What follows belongs to an exercise in optimizing a design on an open flow for small area, a short achievable clock period and few clock cycles per item; a production flow would make more cautious choices.
Function was checked by simulation only, so behaviour that the tests miss may differ from the original.
Power and IR drop assume default switching activity.

Design rv32_exec_cluster, start of the top module:
module rv32_exec_cluster (
    input  logic                   clk_i,
    input  logic                   rst_n_i,
    input  logic                   issue_valid_i,
    input  rv32_isa_pkg::exec_op_e issue_op_i,
    input  logic [32-1:0]       issue_a_i,
    input  logic [32-1:0]       issue_b_i,
    input  rv32_flow_pkg::tag_t    issue_tag_i,
    output logic                   issue_credit_o,
    input  logic                   res_credit_i,
    output logic                   res_valid_o,
    output rv32_flow_pkg::tag_t    res_tag_o,
    output logic [32-1:0]       res_data_o
);
For scale: roughly 650 flip-flops, roughly 120 I/O pins, roughly 0.066 mm² of cells after synthesis.
export LEC_CHECK = 0
export CAP_MARGIN = 20
export CORE_MARGIN = 2
export CORE_UTILIZATION = 30
export SLEW_MARGIN = 20
create_clock -name core_clock -period 10.0 [get_ports {clk_i}]
standard.sh (not shown) runs the stock make flow with config.mk's settings and CLKGATE_MAP_FILE= SYNTH_SCRIPT=/design/flow/synth_recipe.tcl, a recipe that flattens the netlist after the stock synthesis.
==> flow/flow/run.sh <==
#!/bin/bash
# The standard layout, with its timing repair aimed further below the clock
# period than config.mk's settings allow (a setup margin of 5.4 ns).
set -euo pipefail
bash standard.sh SETUP_SLACK_MARGIN=5.4 finish > standard_flow.log 2>&1
The first run finished clean.
Testbench counts at the start, summed over its fixed seeds: cycles 12,930, items 12,000.
Then changed:
==> flow/flow/run.sh (replaced) <==
#!/bin/bash
# The standard layout, with its timing repair aimed further below the clock
# period than config.mk's settings allow (a setup margin of 5.6 ns).
set -euo pipefail
bash standard.sh SETUP_SLACK_MARGIN=5.6 finish > standard_flow.log 2>&1
--- a/flow/config.mk
+++ b/flow/config.mk
@@ -9,3 +9,3 @@
 export CORE_MARGIN = 2
-export CORE_UTILIZATION = 30
+export CORE_UTILIZATION = 40
 export SLEW_MARGIN = 20
What happened:
- wire length increases by 5.6%
- setup slack gets better by 0.058 ns
- worst hold slack gets better by 0.0041 ns
- clock power stays flat
Then changed:
==> flow/run.sh (new file) <==
#!/bin/bash
# synth_recipe.tcl (not shown) runs the flow's synth.tcl, then flattens the netlist and writes it again
# the make line also repeats each setting of config.mk as NAME=value (left out here)
make -C /OpenROAD-flow-scripts/flow DESIGN_CONFIG=/design/flow/config.mk WORK_HOME=/design/flow/orfs CLKGATE_MAP_FILE= SYNTH_SCRIPT=/design/flow/synth_recipe.tcl finish
--- a/flow/config.mk
+++ b/flow/config.mk
@@ -9,3 +9,4 @@
 export CORE_MARGIN = 2
-export CORE_UTILIZATION = 40
+export CORE_UTILIZATION = 30
+export SETUP_SLACK_MARGIN = 5
 export SLEW_MARGIN = 20
removed: flow/flow/run.sh
removed: flow/standard.sh
Clock skew went up by 0.017 ns.
Core utilization fell by 14 points.
Total power decreases by about 4.7%.
Clock-buffer cell count increases by 6.
Routed wire length is lower by 8.8%.
Non-clock buffer count came out lower by 306.
Sequential cell count is unchanged.
Maximum frequency fell by 6.3%.
Area after synthesis is unchanged.
Then changed:
==> flow/flow/run.sh (new file) <==
#!/bin/bash
# The standard layout, with its timing repair aimed further below the clock
# period than config.mk's settings allow (a setup margin of 5.4 ns).
set -euo pipefail
bash standard.sh SETUP_SLACK_MARGIN=5.4 finish > standard_flow.log 2>&1
==> flow/standard.sh (new file) <==
#!/bin/bash
# synth_recipe.tcl (not shown) runs the flow's synth.tcl, then flattens the netlist and writes it again
# the make line also repeats each setting of config.mk as NAME=value (left out here)
make -C /OpenROAD-flow-scripts/flow DESIGN_CONFIG=/design/flow/config.mk WORK_HOME=/design/flow/orfs CLKGATE_MAP_FILE= SYNTH_SCRIPT=/design/flow/synth_recipe.tcl "${@:-finish}"
--- a/flow/config.mk
+++ b/flow/config.mk
@@ -9,4 +9,3 @@
 export CORE_MARGIN = 2
-export CORE_UTILIZATION = 30
-export SETUP_SLACK_MARGIN = 5
+export CORE_UTILIZATION = 40
 export SLEW_MARGIN = 20
removed: flow/run.sh
Effect: Fmax went up by 6.3%. Wire length went up by 0.39%. Design area went up by 2.2%.

[what the ideal ports hide]
No port has a modelled driver above. Below, the same layouts with a new extraction and two added sets of constraints. Step 1 (the two cells are an assumption about what drives the block):
set clk [get_ports {clk_i}]
set_driving_cell -lib_cell sky130_fd_sc_hd__clkbuf_16 $clk
set_driving_cell -lib_cell sky130_fd_sc_hd__buf_2 [delete_from_list [all_inputs] $clk]
Step 2 also shifts input and output timing later by t, the mid clock arrival at the registers, as if the neighbouring blocks saw the same clock. Three values: no drivers, after step 1, after step 2; two values: the first two.
run | t (ns) | slack for setup (ns) | latest minus earliest clock arrival (ns) | cell pins on the clock port's net
the first run | 0.814 | 5.293 / 5.293 / 5.293 | 0.046 / 0.046 | 1
the second run | 0.785 | 5.351 / 5.351 / 5.351 | 0.070 / 0.070 | 1
the third run | 0.803 | 5.039 / 5.039 / 5.039 | 0.091 / 0.091 | 1
the fourth run | 0.780 | 5.331 / 5.331 / 5.331 | 0.056 / 0.056 | 1
After both steps every run listed still meets setup and hold.
